From an optimization exercise on the open Yosys and OpenROAD flow, aimed at small area, a short achievable clock period and few clock cycles per item; shortcuts taken in it are not production practice.
The RTL was checked by simulation tests, not by an equivalence proof against the original design.
No activity file was given, so power comes from the tool's default toggle rates.

## run A
==> flow/design.v <==
package bsort_pkg;
    localparam logic [1:0] KEY_FULL = 2'd0;
    localparam logic [1:0] KEY_R    = 2'd1;
    localparam logic [1:0] KEY_G    = 2'd2;
    localparam logic [1:0] KEY_B    = 2'd3;
endpackage
module bsort_cas
#(
    parameter int DATA_W = 24
) (
    input  logic [DATA_W-1:0] a_pix_i,
    input  logic [DATA_W-1:0] b_pix_i,
    input  logic [1:0]        key_sel_i,
    output logic              gt_o
);
    localparam int CH_W = DATA_W / 3;
    function automatic logic [1:0] cmp_ch(input logic [CH_W-1:0] a, input logic [CH_W-1:0] b);
        logic g, e;
        g = 1'b0;
        e = 1'b1;
        for (int i = CH_W - 1; i >= 0; i--) begin
            g = g | (e & a[i] & ~b[i]);
            e = e & ~(a[i] ^ b[i]);
        end
        cmp_ch = {g, e};
    endfunction
    logic g2, g1, g0, e2, e1;
    assign {g2, e2} = cmp_ch(a_pix_i[3*CH_W-1 -: CH_W], b_pix_i[3*CH_W-1 -: CH_W]);
    assign {g1, e1} = cmp_ch(a_pix_i[2*CH_W-1 -: CH_W], b_pix_i[2*CH_W-1 -: CH_W]);
    assign g0       = cmp_ch(a_pix_i[CH_W-1   -: CH_W], b_pix_i[CH_W-1   -: CH_W]) >> 1;
    assign gt_o = (key_sel_i == bsort_pkg::KEY_R) ? g2 :
                  (key_sel_i == bsort_pkg::KEY_G) ? g1 :
                  (key_sel_i == bsort_pkg::KEY_B) ? g0 :
                  (g2 | (e2 & (g1 | (e1 & g0))));
endmodule
module bsort_engine
#(
    parameter int DEPTH  = 32,
    parameter int DATA_W = 24,
    parameter int IDX_W  = $clog2(DEPTH)
) (
    input  logic              clk,
    input  logic              reset_n,
    input  logic              load,
    input  logic [DATA_W-1:0] in,
    input  logic [1:0]        key_sel,
    input  logic              descend,
    output logic              busy,
    output logic              out_valid,
    input  logic              out_ready,
    output logic [IDX_W-1:0]  image_out_index,
    output logic [DATA_W-1:0] out_data,
    output logic [1:0]        color_index,
    output logic              done
);
    localparam int               NRUN     = 4;
    localparam int               RUN_W    = $clog2(NRUN);
    localparam int               RUN_N    = DEPTH / NRUN;
    localparam int               POS_W    = IDX_W - RUN_W;       
    localparam int               CH_W     = DATA_W / 3;
    localparam int               ENT_W    = DATA_W + POS_W;
    localparam logic [IDX_W-1:0] LAST_IDX = IDX_W'(DEPTH - 1);
    logic              busy_q;
    logic [IDX_W-1:0]  ld_cnt_q;      
    logic              ins_q;         
    logic              prime_q;       
    logic              out_valid_q;
    logic              last_q;        
    logic [POS_W:0]    tk_cnt_q [NRUN];    
    logic [1:0]        key_sel_q;
    logic              descend_q;
    logic [ENT_W-1:0]        new_q;   
    logic [DATA_W+IDX_W-1:0] out_q;   
    logic [ENT_W-1:0]  ent_q [DEPTH];
    logic              accept;
    logic              pop;
    logic              fetch;
    logic              last_pop;
    logic              desc_now;
    logic [POS_W-1:0]  run_n;
    logic [NRUN-1:0]   run_ok;
    logic [NRUN-1:0]   take;
    logic [NRUN-1:0]   run_left;      
    logic [ENT_W-1:0]  head [NRUN];
    assign accept   = load && !busy_q;
    assign pop      = out_valid_q && out_ready;
    assign run_n    = new_q[POS_W-1:0];    
    assign desc_now = (ld_cnt_q == '0) ? descend : descend_q;
    assign last_pop = out_ready && last_q;    
    assign fetch    = prime_q || (pop && !last_pop);
    for (genvar r = 0; r < NRUN; r++) begin : g_run
        assign head[r]   = ent_q[DEPTH - 1 - r * RUN_N];
        assign run_ok[r] = !tk_cnt_q[r][POS_W];
        assign run_left[r] = run_ok[r] && !(take[r] && (tk_cnt_q[r][POS_W-1:0] == '1));
    end
    logic beats [NRUN][NRUN];
    for (genvar a = 0; a < NRUN; a++) begin : g_pa
        for (genvar b = a + 1; b < NRUN; b++) begin : g_pb
            logic gt;
            bsort_cas #(.DATA_W(DATA_W)) u_hc (
                .a_pix_i   (head[a][ENT_W-1 -: DATA_W]),
                .b_pix_i   (head[b][ENT_W-1 -: DATA_W]),
                .key_sel_i (key_sel_q),
                .gt_o      (gt)
            );
            assign beats[a][b] = !gt;
            assign beats[b][a] = gt;
        end
    end
    for (genvar a = 0; a < NRUN; a++) begin : g_win
        logic [NRUN-1:0] ok;
        for (genvar b = 0; b < NRUN; b++) begin : g_b
            if (a == b) begin : g_self
                assign ok[b] = run_ok[a];
            end else begin : g_other
                assign ok[b] = !run_ok[b] || beats[a][b];
            end
        end
        assign take[a] = fetch && (&ok);
    end
    always_ff @(posedge clk or negedge reset_n) begin
        if (!reset_n) begin
            busy_q      <= 1'b0;
            ld_cnt_q    <= '0;
            ins_q       <= 1'b0;
            prime_q     <= 1'b0;
            out_valid_q <= 1'b0;
            last_q      <= 1'b0;
            key_sel_q   <= bsort_pkg::KEY_FULL;
            descend_q   <= 1'b0;
            for (int r = 0; r < NRUN; r++) tk_cnt_q[r] <= '0;
        end else begin
            ins_q   <= accept;
            prime_q <= ins_q && busy_q;            
            if (accept) begin
                ld_cnt_q <= ld_cnt_q + 1'b1;
                if (ld_cnt_q == '0) begin
                    key_sel_q <= key_sel;
                    descend_q <= descend;
                end
                if (ld_cnt_q == LAST_IDX) busy_q <= 1'b1;
            end
            if (prime_q) out_valid_q <= 1'b1;
            for (int r = 0; r < NRUN; r++) begin
                if (take[r]) tk_cnt_q[r] <= tk_cnt_q[r] + 1'b1;
            end
            if (fetch) last_q <= (run_left == '0);
            if (last_pop) begin
                out_valid_q <= 1'b0;
                last_q      <= 1'b0;
                busy_q      <= 1'b0;
                for (int r = 0; r < NRUN; r++) tk_cnt_q[r] <= '0;
            end
        end
    end
    always_ff @(posedge clk) begin
        new_q <= {in ^ {DATA_W{desc_now}}, ld_cnt_q[POS_W-1:0]};    
    end
    logic [ENT_W-1:0] win;
    logic [RUN_W-1:0] win_run;
    always_comb begin
        win     = '0;
        win_run = '0;
        for (int r = 0; r < NRUN; r++) begin
            win     = win | (head[r] & {ENT_W{take[r]}});
            win_run = win_run | (RUN_W'(r) & {RUN_W{take[r]}});
        end
    end
    always_ff @(posedge clk or negedge reset_n) begin
        if (!reset_n)      out_q <= '0;
        else if (fetch)    out_q <= {win[ENT_W-1 -: DATA_W] ^ {DATA_W{descend_q}}, win_run, win[POS_W-1:0]};
        else if (last_pop) out_q <= '0;
    end
    logic [RUN_N-1:0] shift;
    for (genvar i = 0; i < RUN_N; i++) begin : g_cmp
        logic gt;
        bsort_cas #(.DATA_W(DATA_W)) u_cas (
            .a_pix_i   (ent_q[i][ENT_W-1 -: DATA_W]),
            .b_pix_i   (new_q[ENT_W-1 -: DATA_W]),
            .key_sel_i (key_sel_q),
            .gt_o      (gt)
        );
        assign shift[i] = (POS_W'(i) >= run_n) || !gt;
    end
    for (genvar i = 0; i < RUN_N; i++) begin : g_act
        logic             sel_new, sel_prev, sel_hold;
        logic [ENT_W-1:0] prev;
        if (i == 0) begin : g_first
            assign sel_new  = ins_q && shift[0];
            assign sel_prev = 1'b0;
            assign prev     = '0;
        end else begin : g_rest
            assign sel_new  = ins_q && shift[i] && !shift[i-1];
            assign sel_prev = (ins_q && shift[i-1]) || take[NRUN-1];
            assign prev     = ent_q[i-1];
        end
        assign sel_hold = !(sel_new || sel_prev);
        always_ff @(posedge clk) begin
            ent_q[i] <= ({ENT_W{sel_hold}} & ent_q[i])
                      | ({ENT_W{sel_new}}  & new_q)
                      | ({ENT_W{sel_prev}} & prev);
        end
    end
    for (genvar i = RUN_N; i < DEPTH; i++) begin : g_up
        localparam int R = NRUN - 1 - i / RUN_N;    
        logic sel_prev;
        if (i % RUN_N == 0) begin : g_bottom
            assign sel_prev = ins_q;
        end else begin : g_inner
            assign sel_prev = ins_q || take[R];
        end
        always_ff @(posedge clk) begin
            if (sel_prev) ent_q[i] <= ent_q[i-1];
        end
    end
    logic [DATA_W-1:0] out_pix;
    assign out_pix = out_q[DATA_W+IDX_W-1 -: DATA_W];
    assign busy            = busy_q;
    assign out_valid       = out_valid_q;
    assign out_data        = out_pix;
    assign image_out_index = out_q[IDX_W-1:0];
    assign color_index     = (key_sel_q == bsort_pkg::KEY_G) ? out_pix[2*CH_W-1 -: 2] :
                             (key_sel_q == bsort_pkg::KEY_B) ? out_pix[CH_W-1 -: 2] :
                                                               out_pix[DATA_W-1 -: 2];
    assign done            = last_pop;
endmodule
export LEC_CHECK = 0
export CAP_MARGIN = 20
export CORE_MARGIN = 2
export CORE_UTILIZATION = 70
export PLACE_DENSITY = 0.76
export SLEW_MARGIN = 20
create_clock -name core_clock -period 10.0 [get_ports {clk}]
standard.sh (not shown) runs the stock make flow with config.mk's settings and CLKGATE_MAP_FILE= SYNTH_SCRIPT=/design/flow/synth_recipe.tcl, a recipe that flattens the netlist after the stock synthesis.
==> flow/flow/run.sh <==
#!/bin/bash
set -euo pipefail
CTS="-sink_clustering_enable -repair_clock_nets -dont_use_dummy_load -sink_clustering_size 16 -sink_clustering_max_diameter 50 -buf_list sky130_fd_sc_hd__clkbuf_8"
bash standard.sh "CTS_ARGS=$CTS" SETUP_SLACK_MARGIN=5.7 finish > make_finish.log 2>&1
The final layout from run A, which completed every stage, passed the timing, design-rule and antenna checks at the end of the flow.
Testbench counts of run A, summed over its fixed seeds: cycles 12,672, images 192.
## Diff of input files: run B against run A
- CORE_UTILIZATION changed from 70 to 55
- PLACE_DENSITY removed (was 0.76)
==> comparison <==
- Power density normalized to cell area delta (run B -> run A): insignificant
- | total met3 wirelength after detailed routing | lower: run B |
- Wire length was lower in the run labelled run A.
- Summary — layout cell share with drive strength beyond 1, run B relative to run A: higher, by 1.3 points.
- Delta (run B minus run A): register fraction of the total cell area fell 0.99 points, met1 wire length climbed 11%, die area grew by about 27%, final cell count increased 228.
- Est. power | run B vs run A | run B higher
diff inputs: run B => run C
- putting PLACE_DENSITY at 0.76 where nothing was set
- swapping 55 for 70 in CORE_UTILIZATION
==> flow/flow/run.sh <==
#!/bin/bash
set -euo pipefail
CTS="-sink_clustering_enable -repair_clock_nets -dont_use_dummy_load -sink_clustering_size 20 -sink_clustering_max_diameter 40 -buf_list sky130_fd_sc_hd__clkbuf_8"
bash standard.sh "CTS_ARGS=$CTS" "BUFFER_PORTS_ARGS=-inputs -outputs -buffer_cell sky130_fd_sc_hd__buf_1" SETUP_SLACK_MARGIN=5.7 finish > make_finish.log 2>&1
Findings:
Run C reached the final stage; the timing, design-rule and antenna checks on its layout passed.
Against run B as the reference, run C delivers a lower non-clock buffer count.
Run C — placed wire-length estimate 2.5% lower, run B as reference
Comparing global-route usage over all layers for run C and run B, the smaller number came from run B.
Wire: run C routes less than run B
## Diff of input files: run D against run C
- CORE_UTILIZATION now 80, was 70
- PLACE_DENSITY now 0.86, was 0.76
==> flow/flow/run.sh <==
#!/bin/bash
set -euo pipefail
CTS="-sink_clustering_enable -repair_clock_nets -dont_use_dummy_load -sink_clustering_size 16 -sink_clustering_max_diameter 50 -buf_list sky130_fd_sc_hd__clkbuf_8"
bash standard.sh "CTS_ARGS=$CTS" "BUFFER_PORTS_ARGS=-inputs -outputs -buffer_cell sky130_fd_sc_hd__buf_1" SETUP_SLACK_MARGIN=5.7 finish > make_finish.log 2>&1
[summary]
Required time at the worst-slack endpoint delta (run D -> run C): insignificant
Run D reports a lower post-route total power than run C does.
Delta(routed wirelength normalized by instance count, run D - run C) > 0
Run D vs run C: share of layout cells above drive strength 1 down
Delta (run D minus run C): number of maximum-capacitance constraint violations about even, met3 usage picked up an extra 4.0 points.
Against run C, final area in run D came out better.
From run C to run D the numbers moved as follows: register-to-register path setup slack decreased by 100 ps relative to the old numbers, maximum clock insertion buffer count closely matched the old numbers, count of clock-buffer cells in the layout decreased by 34 relative to the old numbers.
For run E, these inputs were changed with respect to run D:
- PLACE_DENSITY: 0.86 -> 0.76
- CORE_UTILIZATION: 80 -> 70
==> flow/flow/run.sh <==
#!/bin/bash
set -euo pipefail
CTS="-sink_clustering_enable -repair_clock_nets -dont_use_dummy_load -sink_clustering_size 24 -sink_clustering_max_diameter 35 -buf_list sky130_fd_sc_hd__clkbuf_8"
bash standard.sh "CTS_ARGS=$CTS" "BUFFER_PORTS_ARGS=-inputs -outputs -buffer_cell sky130_fd_sc_hd__buf_1" SETUP_SLACK_MARGIN=5.7 finish > make_finish.log 2>&1
Results
- Max share of power burned in registers across run D and run E: run D
- Part of the total power dissipated in combinational logic (higher): run D
- Compared to run D, the routing of run E uses less wire.
- Against run D, run E reports a global-route wire length before repair that is lower.

==> re-timing with driven ports <==
In the flow no input, the clock included, has a driving cell. The finished layouts below were timed again as built, in two steps. Step 1 sets driving cells, clkbuf_16 on the clock port and buf_2 on the other inputs (assumed; they add their load-dependent delay and slew). Step 2 adds t to the input delays and takes it off the output delays; t is the mean of the earliest and latest rising clock arrival at the registers after step 1. Input paths then give back, and output paths get back, about the clock's delay inside the block. Slacks: ideal ports / drivers / drivers and shift; pairs: ideal ports / drivers.
| run | shift t [ns] | setup WS [ns] | worst setup path at the end |
|---|---|---|---|
| run A | 0.740 | 5.650 / 5.586 / 5.533 | input to register |
| run B | 0.739 | 5.627 / 5.534 / 5.490 | input to register |
| run C | 0.761 | 5.632 / 5.548 / 5.491 | input to register |
| run D | 0.731 | 5.642 / 5.599 / 5.428 | input to register |
| run E | 0.769 | 5.632 / 5.545 / 5.545 | input to output |
After both steps every run listed still meets setup and hold. The setup slack of run D, which loses most, moves by -0.043 ns with the drivers and by -0.214 ns with both steps.
